This design comes from an exercise in tuning for small area, a short achievable clock period and few clock cycles per item on the open sky130 flow, not from production work.
In this exercise RTL edits were held to simulation tests only and were not proved equivalent to the original.
Power is estimated from default activity; no workload was simulated.

==> flow/design.v <==
`default_nettype none
package unary_data_pkg;
    typedef logic signed [8-1:0] ifm_t;     
    typedef logic        [8-2:0] mag_t;     
    typedef logic signed [24-1:0] psum_t;
    typedef logic        [8-2:0] win_cnt_t;  
    localparam int unsigned WIN_LEN = 2 ** (8 - 1);
endpackage
`default_nettype wire
`default_nettype none
module unary_col
(
    input  wire logic [6:0] y,
    input  wire logic       sa_e,
    input  wire logic       n,
    input  wire logic [6:0] w,
    input  wire logic [6:0] bias_lo,
    output logic [6:0]      lo,
    output logic            c
);
    logic [6:0] r;
    logic [6:0] h;
    logic [6:0] bx;
    logic [5:0][5:0] pp;
    always_comb begin
        for (int k = 0; k < 7; k++) r[k] = w[6-k];
    end
    assign bx = bias_lo ^ {7{n}};
    logic [6:0] gen0, prop0;
    logic [6:0] gen1, prop1, gen2, prop2, gen3;
    logic [7:0] gt;
    assign gen0  = y & ~r;
    assign prop0 = y | ~r;
    for (genvar k = 0; k < 7; k++) begin : g_ks
        assign gen1[k]  = (k >= 1) ? gen0[k]  | (prop0[k] & gen0[k >= 1 ? k-1 : 0])  : gen0[k] | (prop0[k] & sa_e);
        assign prop1[k] = (k >= 1) ? prop0[k] & prop0[k >= 1 ? k-1 : 0] : 1'b0;
        assign gen2[k]  = (k >= 2) ? gen1[k]  | (prop1[k] & gen1[k >= 2 ? k-2 : 0])  : gen1[k] | (prop1[k] & sa_e);
        assign prop2[k] = (k >= 2) ? prop1[k] & prop1[k >= 2 ? k-2 : 0] : 1'b0;
        assign gen3[k]  = (k >= 4) ? gen2[k]  | (prop2[k] & gen2[k >= 4 ? k-4 : 0])  : gen2[k] | (prop2[k] & sa_e);
    end
    assign gt = {gen3, sa_e};
    for (genvar k = 0; k < 7; k++) begin : g_hit
        assign h[k] = r[k] & (y[k] | gt[k]);
    end
    for (genvar k = 0; k < 6; k++) begin : g_pp
        for (genvar j = 0; j < 6 - k; j++) begin : g_col
            assign pp[k][j] = r[k] & y[j+k+1];
        end
        for (genvar j = 6 - k; j < 6; j++) begin : g_pad
            assign pp[k][j] = 1'b0;
        end
    end
    wire fs0, fc0;
    assign fs0 = pp[0][0] ^ pp[1][0] ^ pp[2][0];
    assign fc0 = (pp[0][0] & pp[1][0]) | (pp[2][0] & (pp[0][0] ^ pp[1][0]));
    wire fs1, fc1;
    assign fs1 = pp[3][0] ^ pp[4][0] ^ pp[5][0];
    assign fc1 = (pp[3][0] & pp[4][0]) | (pp[5][0] & (pp[3][0] ^ pp[4][0]));
    wire fs2, fc2;
    assign fs2 = fs0 ^ fs1 ^ h[0];
    assign fc2 = (fs0 & fs1) | (h[0] & (fs0 ^ fs1));
    wire fs3, fc3;
    assign fs3 = h[1] ^ h[2] ^ h[3];
    assign fc3 = (h[1] & h[2]) | (h[3] & (h[1] ^ h[2]));
    wire fs4, fc4;
    assign fs4 = h[4] ^ h[5] ^ h[6];
    assign fc4 = (h[4] & h[5]) | (h[6] & (h[4] ^ h[5]));
    wire hs0, hc0;
    assign hs0 = fs2 ^ fs3;
    assign hc0 = fs2 & fs3;
    wire fs5, fc5;
    assign fs5 = bx[1] ^ pp[0][1] ^ pp[1][1];
    assign fc5 = (bx[1] & pp[0][1]) | (pp[1][1] & (bx[1] ^ pp[0][1]));
    wire fs6, fc6;
    assign fs6 = pp[2][1] ^ pp[3][1] ^ pp[4][1];
    assign fc6 = (pp[2][1] & pp[3][1]) | (pp[4][1] & (pp[2][1] ^ pp[3][1]));
    wire fs7, fc7;
    assign fs7 = fc0 ^ fc1 ^ fs5;
    assign fc7 = (fc0 & fc1) | (fs5 & (fc0 ^ fc1));
    wire fs8, fc8;
    assign fs8 = fs6 ^ fc2 ^ fc3;
    assign fc8 = (fs6 & fc2) | (fc3 & (fs6 ^ fc2));
    wire fs9, fc9;
    assign fs9 = fc4 ^ fs7 ^ hc0;
    assign fc9 = (fc4 & fs7) | (hc0 & (fc4 ^ fs7));
    wire fs10, fc10;
    assign fs10 = bx[2] ^ pp[0][2] ^ pp[1][2];
    assign fc10 = (bx[2] & pp[0][2]) | (pp[1][2] & (bx[2] ^ pp[0][2]));
    wire fs11, fc11;
    assign fs11 = pp[2][2] ^ pp[3][2] ^ fc5;
    assign fc11 = (pp[2][2] & pp[3][2]) | (fc5 & (pp[2][2] ^ pp[3][2]));
    wire fs12, fc12;
    assign fs12 = fc6 ^ fs10 ^ fc7;
    assign fc12 = (fc6 & fs10) | (fc7 & (fc6 ^ fs10));
    wire fs13, fc13;
    assign fs13 = fs11 ^ fc8 ^ fs12;
    assign fc13 = (fs11 & fc8) | (fs12 & (fs11 ^ fc8));
    wire fs14, fc14;
    assign fs14 = bx[3] ^ pp[0][3] ^ pp[1][3];
    assign fc14 = (bx[3] & pp[0][3]) | (pp[1][3] & (bx[3] ^ pp[0][3]));
    wire fs15, fc15;
    assign fs15 = pp[2][3] ^ fc10 ^ fs14;
    assign fc15 = (pp[2][3] & fc10) | (fs14 & (pp[2][3] ^ fc10));
    wire fs16, fc16;
    assign fs16 = fc11 ^ fs15 ^ fc12;
    assign fc16 = (fc11 & fs15) | (fc12 & (fc11 ^ fs15));
    wire fs17, fc17;
    assign fs17 = bx[4] ^ pp[0][4] ^ pp[1][4];
    assign fc17 = (bx[4] & pp[0][4]) | (pp[1][4] & (bx[4] ^ pp[0][4]));
    wire fs18, fc18;
    assign fs18 = fc14 ^ fs17 ^ fc15;
    assign fc18 = (fc14 & fs17) | (fc15 & (fc14 ^ fs17));
    wire fs19, fc19;
    assign fs19 = bx[5] ^ pp[0][5] ^ fc17;
    assign fc19 = (bx[5] & pp[0][5]) | (fc17 & (bx[5] ^ pp[0][5]));
    logic [7:0] ra, rb, pg, pk;
    logic [7:0] cg1, cp1, cg2, cp2, cg3;
    logic [8:0] cy;
    assign ra = {1'b0, bx[6], fs19, fs18, fc13, fc9, fs8, fs4};
    assign rb = {1'b0, fc19, fc18, fc16, fs16, fs13, fs9, hs0};
    assign pg = ra & rb;
    assign pk = ra ^ rb;
    for (genvar j = 0; j < 8; j++) begin : g_cpa
        assign cg1[j] = (j >= 1) ? pg[j]  | (pk[j]  & pg[j >= 1 ? j-1 : 0])  : pg[j] | (pk[j] & bx[0]);
        assign cp1[j] = (j >= 1) ? pk[j]  & pk[j >= 1 ? j-1 : 0] : 1'b0;
        assign cg2[j] = (j >= 2) ? cg1[j] | (cp1[j] & cg1[j >= 2 ? j-2 : 0]) : cg1[j] | (cp1[j] & bx[0]);
        assign cp2[j] = (j >= 2) ? cp1[j] & cp1[j >= 2 ? j-2 : 0] : 1'b0;
        assign cg3[j] = (j >= 4) ? cg2[j] | (cp2[j] & cg2[j >= 4 ? j-4 : 0]) : cg2[j] | (cp2[j] & bx[0]);
    end
    assign cy = {cg3, bx[0]};
    assign lo = (pk[6:0] ^ {7{n}}) ^ cy[6:0];
    assign c  = cy[7];
endmodule
`default_nettype wire
`default_nettype none
module psum_hi
#(
    parameter int W = 24 - 7
)
(
    input  wire logic [W-1:0] b,
    input  wire logic [W-1:0] q,
    input  wire logic         n,
    input  wire logic         cy,
    input  wire logic         go,
    output logic [W-1:0]      d
);
    logic [W:0] qg;
    always_comb begin
        qg[0] = go;
        for (int i = 0; i < W; i++) qg[i+1] = qg[i] & (b[i] ^ n);
    end
    assign d = (go ? b : q) ^ ({W{cy}} & qg[W-1:0]);
endmodule
`default_nettype wire
`default_nettype none
module unary_row_top
(
    input  wire logic                    clk,
    input  wire logic                    rst_n_i,
    input  wire logic                    start_i,
    input  wire unary_data_pkg::ifm_t                    ifm_i,
    input  wire logic                    wght_load_i,
    input  wire logic                    wght_sign_i,
    input  wire unary_data_pkg::mag_t                    wght_abs_i,
    input  wire logic                    wght_clr_i,
    input  wire unary_data_pkg::psum_t [4-1:0] bias_i,
    output logic                         busy_o,
    output unary_data_pkg::psum_t [4-1:0]      result_o,
    output logic                         result_valid_o
);
    localparam int HI = 24 - 7;   
    logic                                     valid_q;
    logic                                     go;
    logic [4-1:0]                   wght_sign_q;
    unary_data_pkg::mag_t [4-1:0]   wght_abs_q;
    logic                                     ifm_sign;
    logic                                     sa_e;
    logic [6:0]                               y;
    unary_data_pkg::psum_t [4-1:0]  res;
    assign go = start_i && !valid_q;   
    always_ff @(posedge clk or negedge rst_n_i) begin
        if (!rst_n_i) valid_q <= 1'b0;
        else          valid_q <= go;
    end
    assign busy_o         = valid_q;
    assign result_valid_o = valid_q;
    always_ff @(posedge clk or negedge rst_n_i) begin
        if (!rst_n_i) begin
            wght_sign_q <= '0;
            wght_abs_q  <= '0;
        end else if (wght_clr_i) begin
            wght_sign_q <= '0;
            wght_abs_q  <= '0;
        end else if (wght_load_i) begin
            wght_sign_q <= {wght_sign_q[4-2:0], wght_sign_i};
            wght_abs_q  <= {wght_abs_q[4-2:0], wght_abs_i};
        end
    end
    assign ifm_sign = ifm_i[8-1];
    assign sa_e     = ifm_sign;
    assign y        = ifm_i[8-2:0] ^ {7{sa_e}};
    for (genvar c = 0; c < 4; c++) begin : g_col
        logic          n, cy, m;
        logic [6:0]    lo;
        assign n = ifm_sign ^ wght_sign_q[c];
        unary_col i_col (
            .y(y), .sa_e(sa_e), .n(n), .w(wght_abs_q[c]),
            .bias_lo(bias_i[c][6:0]), .lo(lo), .c(cy)
        );
        psum_hi i_hi (
            .b(bias_i[c][24-1:7]), .q(result_o[c][24-1:7]),
            .n(n), .cy(cy), .go(go), .d(res[c][24-1:7])
        );
        assign res[c][6:0] = go ? lo : result_o[c][6:0];
    end
    always_ff @(posedge clk or negedge rst_n_i) begin
        if (!rst_n_i)  result_o <= '0;
        else           result_o <= res;   
    end
endmodule
`default_nettype wire
==> flow/config.mk <==
export PLATFORM = sky130hd
export DESIGN_NAME = unary_row_top
export DESIGN_NICKNAME = unary_row_top
export VERILOG_FILES = /design/flow/design.v
export SDC_FILE = /design/flow/constraint.sdc
export NUM_CORES = 4
export LEC_CHECK = 0
export CAP_MARGIN = 0
export CORE_MARGIN = 2
export CORE_UTILIZATION = 40
export CTS_BUF_LIST = sky130_fd_sc_hd__clkbuf_4 sky130_fd_sc_hd__clkbuf_8
export GPL_TIMING_DRIVEN = 0
export SLEW_MARGIN = 0
==> flow/constraint.sdc <==
create_clock -name core_clock -period 5.0 [get_ports {clk}]
set_input_delay 1.0000 -clock core_clock [delete_from_list [all_inputs] [get_ports {clk}]]
set_output_delay 1.0000 -clock core_clock [all_outputs]
set_load 0.01 [all_outputs]
standard.sh (not shown) runs the stock make flow with config.mk's settings and CLKGATE_MAP_FILE= SYNTH_SCRIPT=/design/flow/synth_recipe.tcl, a recipe that flattens the netlist after the stock synthesis.
==> flow/flow/run.sh <==
#!/bin/bash
# The standard layout (standard.sh: the standard flow's synthesis and ORFS flow), except
# that the port buffers are the smallest buffer, sky130_fd_sc_hd__buf_1,
# rather than the cell buffer_ports picks by default. Repair may still
# resize them. The full output goes to standard.log.
set -o pipefail
export BUFFER_PORTS_ARGS="-buffer_cell sky130_fd_sc_hd__buf_1"
bash standard.sh > standard.log 2>&1
The baseline produced a layout that fails on negative setup slack.
Testbench counts at the start, summed over its fixed seeds: cycles 2,304, items 1,024.
Change:
Settings changed: CAP_MARGIN 0 to 20, GPL_TIMING_DRIVEN 0 to default, PLACE_DENSITY from default to 0.7, SLEW_MARGIN 0 to 20.
With this change the flow produced a clean layout; global-route usage shrinks by 2.9 points; worst hold slack gains 0.11 ns; maximum frequency went up by 4.5%; area after synthesis does not change; setup slack gets better by 0.22 ns; via count falls by 2.2%; final area is lower by 3.0%; synthesized cell count does not change; total power is about the same; final cell count stays flat; sequential cell count is unchanged.
Change:
==> flow/flow/run.sh (replaced) <==
#!/bin/bash
# The standard layout (standard.sh: the standard flow's synthesis and ORFS flow), except
# that the port buffers are the smallest buffer, sky130_fd_sc_hd__buf_1,
# rather than the cell buffer_ports picks by default, and clock tree synthesis
# uses larger sink clusters and no dummy loads; timing-driven placement does
# not keep its resizer changes. Repair may still resize the
# port buffers. The full output goes to standard.log.
set -o pipefail
export BUFFER_PORTS_ARGS="-buffer_cell sky130_fd_sc_hd__buf_1"
export GPL_KEEP_OVERFLOW=0
export CTS_ARGS="-sink_clustering_enable -repair_clock_nets -dont_use_dummy_load -buf_list {sky130_fd_sc_hd__clkbuf_4 sky130_fd_sc_hd__clkbuf_8} -sink_clustering_size 25 -sink_clustering_max_diameter 100"
bash standard.sh > standard.log 2>&1
Settings changed: PLACE_DENSITY 0.7 to default.
Result: With this change the flow reached the layout checks and failed them: negative setup slack. Global-route usage rises by 0.61 points. Clock skew rises by 0.0087 ns. Maximum frequency falls by a few percent.
Change:
==> flow/flow/run.sh (replaced) <==
#!/bin/bash
# The standard layout (standard.sh: the standard flow's synthesis and ORFS flow), except
# that the port buffers are the smallest buffer, sky130_fd_sc_hd__buf_1,
# rather than the cell buffer_ports picks by default, and clock tree synthesis
# uses larger sink clusters and no dummy loads. Repair may still resize the
# port buffers. The full output goes to standard.log.
set -o pipefail
export BUFFER_PORTS_ARGS="-buffer_cell sky130_fd_sc_hd__buf_1"
export CTS_ARGS="-sink_clustering_enable -repair_clock_nets -dont_use_dummy_load -buf_list {sky130_fd_sc_hd__clkbuf_4 sky130_fd_sc_hd__clkbuf_8} -sink_clustering_size 25 -sink_clustering_max_diameter 100"
bash standard.sh > standard.log 2>&1
After rerunning: This time the run went through all stages and came out clean; sequential cell count is unchanged; power went down by 1.0%; clock power went down by about 1%; setup slack improves by 0.26 ns; die area is unchanged; via count is about the same; clock-buffer cell count does not change; sequential power hardly moves.
Change:
==> flow/run.sh (new file) <==
#!/bin/bash
# synth_recipe.tcl (not shown) runs the flow's synth.tcl, then flattens the netlist and writes it again
# the make line also repeats each setting of config.mk as NAME=value (left out here)
make -C /OpenROAD-flow-scripts/flow DESIGN_CONFIG=/design/flow/config.mk WORK_HOME=/design/flow/orfs CLKGATE_MAP_FILE= SYNTH_SCRIPT=/design/flow/synth_recipe.tcl finish
Settings changed: CORE_UTILIZATION 40 to 60, CTS_BUF_LIST sky130_fd_sc_hd__clkbuf_4 sky130_fd_sc_hd__clkbuf_8 to default, PLACE_DENSITY from default to 0.75.
removed: flow/flow/run.sh
removed: flow/standard.sh
The changed run finished with negative setup slack left.
Critical path depth goes down by 2.
Die area goes down by a quarter to a third.
Final cell count goes down by a few percent.
Routed wire length goes up by about a fifth.
Worst setup slack degrades by 0.20 ns.
Synthesized area is unchanged.
Change:
==> flow/flow/run.sh (new file) <==
#!/bin/bash
# The standard layout (standard.sh: the standard flow's synthesis and ORFS flow), except
# that the port buffers are the smallest buffer, sky130_fd_sc_hd__buf_1,
# rather than the cell buffer_ports picks by default. Repair may still
# resize them. The full output goes to standard.log.
set -o pipefail
export BUFFER_PORTS_ARGS="-buffer_cell sky130_fd_sc_hd__buf_1"
bash standard.sh > standard.log 2>&1
==> flow/standard.sh (new file) <==
#!/bin/bash
# synth_recipe.tcl (not shown) runs the flow's synth.tcl, then flattens the netlist and writes it again
# the make line also repeats each setting of config.mk as NAME=value (left out here)
make -C /OpenROAD-flow-scripts/flow DESIGN_CONFIG=/design/flow/config.mk WORK_HOME=/design/flow/orfs CLKGATE_MAP_FILE= SYNTH_SCRIPT=/design/flow/synth_recipe.tcl "${@:-finish}"
Settings changed: CORE_UTILIZATION 60 to 40, CTS_BUF_LIST from default to sky130_fd_sc_hd__clkbuf_4 sky130_fd_sc_hd__clkbuf_8, PLACE_DENSITY 0.75 to default.
removed: flow/run.sh
The changed run completed without violations.
Sequential share of layout area went up by 2.5 points.
Worst setup slack improved by 0.21 ns.
Fmax grows by 4.3%.

separate check: timing with driven ports:
How much do the figures lean on ideal ports? The routed layouts below were timed once more, with nothing changed but the port constraints.
Step 1 sets driving cells, clkbuf_16 on the clock port and buf_2 on the other inputs (assumed; they add their load-dependent delay and slew).
Step 2, shift: input delay + t, output delay - t, t = (earliest + latest rising clock arrival at the registers) / 2. This alone moves slack from input paths to output paths.
Three values: no drivers, after step 1, after step 2; two values: the first two.
| run | shift t [ns] | setup slack, ns | worst hold slack (ns) | worst setup path after step 2 | worst data-port slew with drivers (ns) |
|---|---|---|---|---|---|
| the first run | 0.502 | -0.044 / -0.087 / -0.589 | 0.373 / 0.350 / 0.478 | input to register | 0.10 |
| the second run | 0.490 | 0.174 / 0.177 / -0.314 | 0.481 / 0.481 / 0.481 | input to register | 0.08 |
| the third run | 0.504 | -0.084 / -0.152 / -0.655 | 0.476 / 0.476 / 0.476 | input to register | 0.11 |
| the fourth run | 0.497 | 0.178 / 0.174 / -0.323 | 0.479 / 0.479 / 0.479 | input to register | 0.07 |
| the fifth run | 0.488 | -0.025 / -0.021 / -0.509 | 0.482 / 0.482 / 0.482 | input to register | 0.06 |
| the sixth run | 0.508 | 0.184 / 0.175 / -0.333 | 0.480 / 0.480 / 0.480 | input to register | 0.07 |
Met with ideal ports but missed after step 2: setup timing in the second run, the fourth run and the sixth run. The setup slack of the third run, which loses most, moves by -0.068 ns with the drivers and by -0.571 ns with both steps.
